Context: an optimization exercise on an open-source flow, tuned for small area. The choices shown serve that exercise and are no tape-out recipe.
Function was not checked in any run shown here: the RTL went through the layout flow alone.
No activity file was given, so power comes from the tool's default toggle rates.

File: flow/flow/run.sh
#!/bin/bash
# Layout flow: the standard ORFS flow with an area-oriented ABC mapping
# script, a coarser clock tree and small port buffers. Every other step is
# the standard one.
set -euo pipefail
HERE=$PWD
FLOWDIR=$HERE/flow

# Synthesis script: the standard flow's, with the final ABC call using our script
{
	head -n 1 synth_recipe.tcl
	cat <<'TCL'
proc abc {args} {
  set i [lsearch -exact $args -script]
  if { $i >= 0 } { lset args [expr {$i + 1}] $::env(MY_ABC_SCRIPT) }
  yosys abc {*}$args
}
TCL
	tail -n +2 synth_recipe.tcl
} > my_synth.tcl
export MY_ABC_SCRIPT=$FLOWDIR/abc_area.script

MAKELINE=$(grep '^make ' standard.sh)
MAKELINE=${MAKELINE//SYNTH_SCRIPT=$HERE\/synth_recipe.tcl/SYNTH_SCRIPT=$HERE\/my_synth.tcl}
MAKELINE=${MAKELINE%\"\$\{@:-finish\}\"}
echo "$MAKELINE" > make_cmd.txt

EXTRA=()
if [[ -f $FLOWDIR/extra.sh ]]; then source $FLOWDIR/extra.sh; fi

eval "$MAKELINE" '"${EXTRA[@]}"' finish > make.log 2>&1

RES=$(sed -n 's/.*WORK_HOME=\([^ ]*\).*/\1/p' make_cmd.txt)/results/sky130hd/timetag_top/base
: # left out here: write the final layout as DEF
File: flow/flow/abc_area.script
strash
dc2
dch
amap -F 10 -A 10
strash
dch
amap -F 10 -A 10
topo
stime -c
dnsize -c
File: flow/flow/extra.sh
EXTRA=(
	"ADDER_MAP_FILE="
	"CTS_ARGS=-sink_clustering_enable -repair_clock_nets -sink_clustering_size 10 -sink_clustering_max_diameter 50 -dont_use_dummy_load -buf_list sky130_fd_sc_hd__clkbuf_4"
	"BUFFER_PORTS_ARGS=-buffer_cell sky130_fd_sc_hd__buf_1"
)
File: flow/standard.sh
#!/bin/bash
# synth_recipe.tcl (not shown) runs the flow's synth.tcl, then flattens the netlist and writes it again
# the make line also repeats each setting of config.mk as NAME=value (left out here)
make -C /OpenROAD-flow-scripts/flow DESIGN_CONFIG=/design/flow/config.mk WORK_HOME=/design/flow/orfs CLKGATE_MAP_FILE= SYNTH_SCRIPT=/design/flow/synth_recipe.tcl "${@:-finish}"
File: flow/config.mk
export PLATFORM = sky130hd
export DESIGN_NAME = timetag_top
export DESIGN_NICKNAME = timetag_top
export VERILOG_FILES = /design/flow/design.v
export SDC_FILE = /design/flow/constraint.sdc
export NUM_CORES = 4
export LEC_CHECK = 0
export CAP_MARGIN = 0
export CORE_MARGIN = 2
export CORE_UTILIZATION = 75
export GPL_TIMING_DRIVEN = 0
export SLEW_MARGIN = 0
File: flow/constraint.sdc
create_clock -name core_clock -period 5.0 [get_ports {clk}]
set_input_delay 1.0000 -clock core_clock [delete_from_list [all_inputs] [get_ports {clk}]]
set_output_delay 1.0000 -clock core_clock [all_outputs]
set_load 0.01 [all_outputs]
File: flow/design.v
`default_nettype none
package timetag_pkg;
	typedef enum logic [7:0] {
		DET_ENABLE   = 8'h01,
		SEQ_RUN      = 8'h02,
		SEQ_INIT     = 8'h03,
		SEQ_TIMING_0 = 8'h10,
		SEQ_TIMING_1 = 8'h11,
		SEQ_TIMING_2 = 8'h12,
		SEQ_TIMING_3 = 8'h13
	} reg_addr_e;
	typedef enum logic {
		REC_PHOTON = 1'b0,
		REC_LASER  = 1'b1
	} rec_kind_e;
	typedef struct packed {
		logic [31-4:0] reserved;
		logic [4-1:0]  mask;
	} reg_mask_t;
	typedef struct packed {
		logic [15:0] high_count;
		logic [15:0] low_count;
	} reg_timing_t;
	typedef union packed {
		reg_mask_t   mask_view;
		reg_timing_t timing_view;
	} reg_value_u;
endpackage
`default_nettype wire
`timescale 1ns/1ps
`default_nettype none
module cmd_parser (
	input  wire                     clk,
	input  wire                     rst,
	input  wire [7:0]               cmd_data,
	input  wire                     cmd_wr,
	output logic                    reg_wr,
	output logic [2:0]              reg_code,
	output logic [31:0]             reg_value
);
	localparam logic [7:0] MAX_LEN = 8'd5;
	localparam logic [2:0] ST_HUNT  = 3'd0;
	localparam logic [2:0] ST_LEN   = 3'd1;
	localparam logic [2:0] ST_ADDR  = 3'd2;
	localparam logic [2:0] ST_VALUE = 3'd3;
	localparam logic [2:0] ST_SKIP  = 3'd4;
	logic [2:0]  state;
	logic [7:0]  remain;
	logic [1:0]  byte_idx;
	logic        last_byte;
	logic        in_addr;
	logic        in_value;
	logic [7:0]  vbyte;
	logic [2:0]  code;
	assign last_byte = (remain == 8'd1);
	assign in_addr  = cmd_wr & (state == ST_ADDR);
	assign in_value = cmd_wr & (state == ST_VALUE);
	assign code = (cmd_data[7:5] == 3'd0 && cmd_data[3:2] == 2'd0) ? {cmd_data[4], cmd_data[1:0]} : 3'd0;
	always_ff @(posedge clk) begin
		if (rst) begin
			state <= ST_HUNT;
			reg_wr <= 1'b0;
		end else begin
			reg_wr <= (in_addr | in_value) & last_byte;
			if (cmd_wr) begin
				case (state)
					ST_HUNT: begin
						if (cmd_data == 8'hAA)
							state <= ST_LEN;
					end
					ST_LEN: begin
						if (cmd_data == 8'd0)
							state <= ST_HUNT;
						else if (cmd_data > MAX_LEN)
							state <= ST_SKIP;
						else
							state <= ST_ADDR;
					end
					ST_ADDR: state <= last_byte ? ST_HUNT : ST_VALUE;
					ST_VALUE, ST_SKIP: begin
						if (last_byte)
							state <= ST_HUNT;
					end
					default: state <= ST_HUNT;
				endcase
			end
		end
	end
	always_ff @(posedge clk) begin
		if (cmd_wr) begin
			if (state == ST_LEN)
				remain <= cmd_data;
			else
				remain <= remain - 8'd1;
		end
		if (in_addr)
			byte_idx <= 2'd0;
		else if (in_value)
			byte_idx <= byte_idx + 2'd1;
	end
	assign vbyte = (in_addr | rst) ? 8'd0 : cmd_data;
	always_ff @(posedge clk) begin
		if (in_addr)
			reg_code <= code;
		for (int k = 0; k < 4; k++)
			if (in_addr | rst | (in_value & (byte_idx == 2'(k))))
				reg_value[8*k +: 8] <= vbyte;
	end
endmodule
`default_nettype wire
`timescale 1ns/1ps
`default_nettype none
module photon_tagger (
	input  wire                          clk,
	input  wire                          rst,
	input  wire                          rst_d,
	input  wire [4-1:0]       detectors,
	input  wire                          wr_det,
	input  wire [4-1:0]       wr_mask,
	output logic                         hit,
	output logic [4-1:0]      hit_mask
);
	logic [4-1:0] det_en;
	logic [4-1:0] sync_a;
	logic [4-1:0] sync_b;
	logic [4-1:0] det_prev;
	logic [4-1:0] tag;
	logic [2:0]              dead [4];
	always_ff @(posedge clk) begin
		if (rst_d | wr_det)
			det_en <= wr_mask;
	end
	always_ff @(posedge clk) begin
		sync_a <= detectors;
		sync_b <= sync_a;
		det_prev <= sync_b;
	end
	logic [4-1:0] fb;
	always_comb begin
		for (int i = 0; i < 4; i++) begin
			tag[i] = det_en[i] & sync_b[i] & ~det_prev[i] & (dead[i] == 3'b000);
			hit_mask[i] = (dead[i] == 3'b001);
			fb[i] = (~dead[i][2] & dead[i][0]) | (dead[i][2] & dead[i][1] & ~dead[i][0]);
		end
	end
	assign hit = |hit_mask;
	always_ff @(posedge clk) begin
		for (int i = 0; i < 4; i++)
			dead[i] <= rst ? 3'b101 : {dead[i][1:0], fb[i] | tag[i]};
	end
endmodule
`default_nettype wire
`timescale 1ns/1ps
`default_nettype none
module pulse_seq (
	input  wire                          clk,
	input  wire                          rst,
	input  wire                          rst_d,
	input  wire                          wr_run,
	input  wire                          wr_init,
	input  wire [4-1:0]       wr_timing,
	input  wire [31:0]                   reg_value,
	output logic [4-1:0]      laser_en,
	output logic                         toggle
);
	logic [4-1:0] run_mask;
	logic [4-1:0] run_next;
	logic [4-1:0] init_mask;
	logic [4-1:0] active;
	logic [4-1:0] flip;
	logic [4-1:0] load;
	logic [4-1:0] lvl;
	logic [31:0]             timing [4];
	assign run_next = wr_run ? reg_value[4-1:0] : run_mask;
	always_ff @(posedge clk) begin
		if (rst) begin
			run_mask <= '0;
			init_mask <= '0;
		end else begin
			run_mask <= run_next;
			if (wr_init)
				init_mask <= reg_value[4-1:0];
		end
		for (int i = 0; i < 4; i++)
			if (rst_d | wr_timing[i])
				timing[i] <= reg_value;
	end
	logic [15:0] ncnt [4];
	logic [15:0] ninc [4];
	logic [4-1:0] s_hi;
	logic [4-1:0] s_lo;
	always_comb begin
		for (int i = 0; i < 4; i++) begin
			active[i] = run_next[i] & run_mask[i];
			flip[i] = active[i] & (ncnt[i] == 16'hFFFE);
			load[i] = ~active[i] | flip[i];
			lvl[i] = active[i] ? ~laser_en[i] : init_mask[i];
			s_hi[i] = load[i] & lvl[i];
			s_lo[i] = load[i] & ~lvl[i];
			ninc[i] = ncnt[i] + 16'd1;
		end
	end
	always_ff @(posedge clk) begin
		if (rst) begin
			laser_en <= '0;
			toggle <= 1'b0;
		end else begin
			toggle <= |flip;
			for (int i = 0; i < 4; i++)
				if (load[i])
					laser_en[i] <= lvl[i];
		end
		for (int i = 0; i < 4; i++)
			ncnt[i] <= ~(({16{s_hi[i]}} & timing[i][31:16]) |
			             ({16{s_lo[i]}} & timing[i][15:0]) |
			             ({16{~load[i]}} & ~ninc[i]));
	end
endmodule
`default_nettype wire
`timescale 1ns/1ps
`default_nettype none
module record_merger (
	input  wire                    clk,
	input  wire                    rst,
	input  wire                    hit,
	input  wire [4-1:0] hit_mask,
	input  wire                    toggle,
	input  wire [4-1:0] laser_en,
	output logic                   rec_valid,
	output logic [31:0]            rec_data
);
	logic [26-1:0] stamp;
	logic [26-1:0] ts;
	logic                    park_valid;
	logic                    park_take;
	logic [4-1:0] park_mask;
	logic [2:0]              park_low;
	logic                    out_kind;
	logic [2:0]              out_low;
	logic [4-1:0] out_mask;
	logic                    borrow;
	logic [26-1:0] out_stamp;
	logic [26:0]   icy;
	logic [26-3:0] bcy;
	logic [26-4:0] out_hi;
	always_comb begin
		icy[0] = 1'b1;
		for (int b = 0; b < 26; b++) begin
			ts[b] = stamp[b] ^ icy[b];
			icy[b+1] = icy[b] & stamp[b];
		end
	end
	assign park_take = toggle & (hit | park_valid);
	always_ff @(posedge clk) begin
		if (rst) begin
			stamp <= '1;
			rec_valid <= 1'b0;
			park_valid <= 1'b0;
		end else begin
			stamp <= ts;
			rec_valid <= hit | toggle | park_valid;
			park_valid <= park_take | (park_valid & hit);
		end
	end
	always_ff @(posedge clk) begin
		if (park_take) begin
			park_mask <= laser_en;
			park_low <= ts[2:0];
		end
		out_kind <= ~hit;
		out_low <= (~hit & park_valid) ? park_low : ts[2:0];
		if (hit)
			out_mask <= hit_mask;
		else if (park_valid)
			out_mask <= park_mask;
		else
			out_mask <= laser_en;
	end
	always_ff @(posedge clk)
		borrow <= ~hit & park_valid & (park_low > ts[2:0]);
	assign out_stamp = {out_hi, out_low};
	always_comb begin
		bcy[0] = borrow;
		for (int b = 3; b < 26; b++) begin
			out_hi[b-3] = stamp[b] ^ bcy[b-3];
			bcy[b-2] = bcy[b-3] & ~stamp[b];
		end
	end
	assign rec_data = {out_kind, out_mask, 1'b0, out_stamp};
endmodule
`default_nettype wire
`timescale 1ns/1ps
`default_nettype none
module timetag_top (
	input  wire                     clk,
	input  wire                     rst,
	input  wire [7:0]               cmd_data,
	input  wire                     cmd_wr,
	input  wire [4-1:0]  detectors,
	output logic [4-1:0] laser_en,
	output logic                    rec_valid,
	output logic [31:0]             rec_data
);
	logic                    reg_wr;
	logic [2:0]              reg_code;
	logic [31:0]             reg_value;
	logic                    wr_det;
	logic                    wr_run;
	logic                    wr_init;
	logic [4-1:0] wr_timing;
	logic                    hit;
	logic [4-1:0] hit_mask;
	logic                    toggle;
	logic                    rst_d;
	always_ff @(posedge clk)
		rst_d <= rst;
	cmd_parser u_parser (
		.clk       (clk),
		.rst       (rst),
		.cmd_data  (cmd_data),
		.cmd_wr    (cmd_wr),
		.reg_wr    (reg_wr),
		.reg_code  (reg_code),
		.reg_value (reg_value)
	);
	assign wr_det  = reg_wr & (reg_code == 3'd1);
	assign wr_run  = reg_wr & (reg_code == 3'd2);
	assign wr_init = reg_wr & (reg_code == 3'd3);
	always_comb
		for (int i = 0; i < 4; i++)
			wr_timing[i] = reg_wr & (reg_code == 3'(4 + i));
	photon_tagger u_tagger (
		.clk       (clk),
		.rst       (rst),
		.rst_d     (rst_d),
		.detectors (detectors),
		.wr_det    (wr_det),
		.wr_mask   (reg_value[4-1:0]),
		.hit       (hit),
		.hit_mask  (hit_mask)
	);
	pulse_seq u_seq (
		.clk       (clk),
		.rst       (rst),
		.rst_d     (rst_d),
		.wr_run    (wr_run),
		.wr_init   (wr_init),
		.wr_timing (wr_timing),
		.reg_value (reg_value),
		.laser_en  (laser_en),
		.toggle    (toggle)
	);
	record_merger u_merger (
		.clk       (clk),
		.rst       (rst),
		.hit       (hit),
		.hit_mask  (hit_mask),
		.toggle    (toggle),
		.laser_en  (laser_en),
		.rec_valid (rec_valid),
		.rec_data  (rec_data)
	);
endmodule
`default_nettype wire
==> flow_metrics.env, run 1 <==
export IMPL_seq_area_frac_synth_pct=71.8
export IMPL_status="did not finish"
export IMPL_gp_congestion=0.802
export IMPL_lastStage="3_5_place_dp"
export IMPL_die_x_um=129
export IMPL_synth_area_leaders="edfxtp_1, dfxtp_1, a222oi_1, o21ai_0, nor2_1"
export IMPL_port_buffers=50
export IMPL_error_line="[ERROR DPL-0033] detailed placement checks failed during check placement."
export IMPL_synth_top_area_share_pct=46.9
export IMPL_synthFlopType="edfxtp_1"
export IMPL_synth_area_leader_cell="edfxtp_1"
export IMPL_syn_nets=974
export IMPL_synth_distinct_cells=36
export IMPL_synth_most_common_cell="edfxtp_1"
export IMPL_synthTopCellsByCount="edfxtp_1, dfxtp_1, nor2_1, clkinv_1, o21ai_0"
export IMPL_yosysWarnings=9
export IMPL_place_hpwl_um=15300
export IMPL_synth_area_mm2=0.0117
export IMPL_start_util_pct=76.6
export IMPL_synth_cells=959
export IMPL_synth_async_reset_ratio_pct=0
export IMPL_syn_area_per_cell_um2=12.1
export IMPL_synth_seq_cells=327
export IMPL_dieHeight_um=129
export IMPL_io_pins=52
export IMPL_row_count=45
export IMPL_synth_edf_count=182
## metrics by stage
| stage | area (um^2) | power, uW | hold slack (ns) | cells |
|---|---|---|---|---|
| after floorplan | 11700 | 3430 | 0.310 | 959 |
| after global placement | 12100 | 3540 | 0.312 | 1197 |
## cell families after synthesis
family | Yosys count | synth area share (%)
AO/OA/AOI/OAI | 255 | 14.9
other | 1 | 0.0322
buffers and inverters | 116 | 3.80
flip-flops | 327 | 71.8
AND/OR/NAND/NOR | 260 | 9.43
## how the worst min path moves through the flow
| stage | cells after the start | endpoint | startpoint |
|---|---|---|---|
| global placement | 0 | u_tagger.sync_b[0] | u_tagger.sync_a[0] |
| floorplan | 0 | u_tagger.sync_b[0] | u_tagger.sync_a[0] |
## power by group through the flow
stage	clock [uW]	sequential (uW)	combinational, uW
global placement	0	3210	324
floorplan	0	3180	248
==> run 2, diff against run 1 <==
==> flow/flow/abc_area.script (replaced) <==
strash
dc2
dch
amap -F 10 -A 10
topo
stime -c
dnsize -c
==> run 2 against run 1 <==
Net effect: the run now finishes clean; synthesized cell count decreased by 1.0%; synthesized area increased by 0.38%.
==> flow_metrics.env, run 2 <==
export IMPL_finalWorstSetupSlack_ns=0.294
export IMPL_hold_class="reg -> reg"
export IMPL_relSlewSlack_pct=8.62
export IMPL_finalNonFillerCells=1237
export IMPL_final_area_mm2=0.0126
export IMPL_syn_nets=964
export IMPL_drc=0
export IMPL_synth_most_common_cell="edfxtp_1"
export IMPL_largest_register_ff_count=128
export IMPL_antenna_found_initial=1
export IMPL_synth_top_family_by_area="compound AO/OA/AOI/OAI gates"
export IMPL_critPathMaxFanout=4
export IMPL_slew_viol_final=0
export IMPL_clock_insertion_delay_worst_skew_ns=0.63
export IMPL_min_period_ns=4.71
export IMPL_synth_seq_cells=327
export IMPL_synth_compound_area_share_pct=15.5
export IMPL_syn_area_per_cell_um2=12.3
export IMPL_worst_path_largest_cell_delay_ns=0.33
export IMPL_cp_start_kind="flip-flop"
export IMPL_cap_violations=0
export IMPL_grt_overflow_total=0
export IMPL_grt_pass1_vias=7422
export IMPL_coreArea_mm2=0.0152
export IMPL_fin_skew_ns=0.0564
export IMPL_synth_area_mm2=0.0117
export IMPL_gp_congestion=0.839
export IMPL_arrival_ns=3.71
export IMPL_clk_pin_slew_worst_paths_ns=0.10
export IMPL_cp_top_family="simple AND/OR/NAND/NOR gates"
export IMPL_synth_area_leaders="edfxtp_1, dfxtp_1, a222oi_1, o21ai_0, nor2_1"
export IMPL_synth_simple_gate_area_share_pct=9.23
export IMPL_drt_initial_drc_count=931
export IMPL_cts_root_buf="clkbuf_4"
export IMPL_totalPowerFinal_uw=4650
export IMPL_cts_tree="built"
export IMPL_ant_nets=0
export IMPL_place_ws_ns=0.402
export IMPL_synth_adder_area_share_pct=0
export IMPL_final_common_cell="edfxtp_1"
export IMPL_critical_path_buf_inv_count=2
export IMPL_slowest_stage="dfxtp_2"
export IMPL_yosysWarnings=9
export IMPL_ir_worst_vdd_uv=315
export IMPL_wl_per_cell_um=18.9
export IMPL_cp_end_kind="primary output"
export IMPL_post_dp_cell_area_mm2=0.0121
export IMPL_die_area_mm2=0.0166
export IMPL_status="complete, no violations"
export IMPL_setup_viol_count_final=0
export IMPL_start_util_pct=76.9
export IMPL_place_hpwl_um=16600
export IMPL_synth_mux_area_share_pct=0
export IMPL_synth_cells=949
export IMPL_grt_usage_pct=28.5
export IMPL_drive_gt1_share_pct=7.73
export IMPL_synth_top_area_share_pct=46.7
export IMPL_seq_area_frac_synth_pct=71.6
export IMPL_synth_xor_area_share_pct=0.0749
export IMPL_postCtsHoldBufs=0
export IMPL_synth_area_leader_cell="edfxtp_1"
export IMPL_synth_distinct_cells=38
export IMPL_top_register="u_seq.timing"
export IMPL_io_pins=52
export IMPL_fmax_mhz=213
export IMPL_top_regs="u_seq.timing (128), u_seq.ncnt (64), u_parser.reg_value (32)"
export IMPL_row_count=45
export IMPL_num_vias=7933
export IMPL_synthTopCellsByCount="edfxtp_1, dfxtp_1, nor2_1, clkinv_1, o21ai_0"
export IMPL_synth_async_reset_ratio_pct=0
export IMPL_via_per_inst=6.41
export IMPL_area_growth_pct=8.08
export IMPL_layout_nets=1065
export IMPL_grt_pass1_wl_um=36200
export IMPL_tns_ns=0
export IMPL_wl_um=23400
export IMPL_cpMostUsedCell="nor2_4"
export IMPL_final_cell_mix="edfxtp_1, dfxtp_1, clkinv_1"
export IMPL_h_tree_depth=2
export IMPL_synthFlopType="edfxtp_1"
export IMPL_synth_edf_count=182
export IMPL_port_buffers=50
export IMPL_tightest_slew_ns=1.37
export IMPL_p_leak_uw=0.00456
export IMPL_dieHeight_um=129
export IMPL_p_per_area_mw_per_mm2=368
export IMPL_required_ns=4.00
export IMPL_cts_buffers=39
export IMPL_cts_sinks=327
export IMPL_grt_max_degree=33
export IMPL_placedCellCount=1187
export IMPL_drtPass1Iterations=9
export IMPL_die_x_um=129
export IMPL_crit_type="reg -> out"
export IMPL_fin_crit_sh_pct=94.1
export IMPL_clock_path_buffers=3
export IMPL_hold_violations=0
## run 2: cell count changes after synthesis, sizes merged, moves of 5 or more
cell / before / now
nand2: 85 / 75
o22ai: 20 / 11
o21ai: 107 / 99
a31o: 0 / 5
clkinv: 114 / 109
o221a: 1 / 6
## run 2: final timing paths
check                           from                  to  slack [ns]  cells after the start
setup / recovery   u_merger.stamp[3]        rec_data[25]        0.29                     26
hold / removal    u_tagger.sync_a[2]  u_tagger.sync_b[2]        0.34                      0
setup reg to reg     u_parser.reg_wr    u_seq.ncnt[3][7]        0.64                      9
hold reg to reg   u_tagger.sync_a[2]  u_tagger.sync_b[2]        0.34                      0
## run 2: kinds of logic (layout without fill, tap and decap cells)
family / after synthesis / count (layout)
flip-flops: 327 / 327
AO/OA/AOI/OAI: 256 / 256
AND/OR/NAND/NOR: 253 / 253
buffers and inverters: 111 / 210
other: 1 / 2
XOR/XNOR: 1 / 1
## run 2: power by group
part / total, uW / switching (uW) / internal, uW
registers: 3170 / 135 / 3040
clock network: 1110 / 754 / 361
logic: 356 / 225 / 131
total: 4650 / 1110 / 3530
## run 2: timing repair
item / in CTS / in global routing
endpoints found under the hold margin: 0 / 0
buffers inserted: 0 / 9
setup endpoints to repair: 3 / 5
pin swaps: 0 / 22
resized for setup: 9 / 35
cloned: 0 / 0
## run 2: metrics by stage
stage                     hold slack (ns)  util (%)
after floorplan                     0.310         -
after global placement              0.312      79.7
after detailed placement            0.315      79.7
after CTS                           0.338      81.8
after global routing                0.340      83.1
final                               0.339      83.1
## run 2: cell type report
| cell class | count | area [um^2] |
|---|---|---|
| timing repair buffer | 60 | 263 |
| sequential | 327 | 8370 |
| multi-input combinational | 511 | 3050 |
| fill | 829 | 2560 |
| antenna | 1 | 2.50 |
| inverter | 109 | 409 |
| clock buffer | 39 | 293 |
| tap | 188 | 235 |
| buffer | 2 | 15.0 |
## run 2: layer usage
layer	global-route usage [%]	routed length (um)	part of all wire, %
met4	10.7	617	2.6
met2	46.3	11200	48
met3	5.20	2170	9.3
met1	39.2	9420	40
met5	0	0	0

port drivers added, routing unchanged:
Ports are ideal in the flow. The routed layout listed here was re-timed in OpenROAD. Step 1, drivers: a clkbuf_16 drives clk and a buf_2 each remaining input, both assumed. Step 2 moves the port delays by t, midway between the first and last clock arrival at a register: inputs arrive t later, outputs are due t later. That takes back most of the time a late clock gives input paths. a / b / c = no drivers / after step 1 / after step 2; a / b = the first two.
run: run 2
shift t [ns]: 0.646
slack for setup (ns): 0.294 / 0.256 / 0.638
pins driven straight from the clock port: 1
After both steps run 2 still meets setup and hold. For run 2, drivers alone change the setup slack by -0.038 ns; drivers and shift together by +0.344 ns.
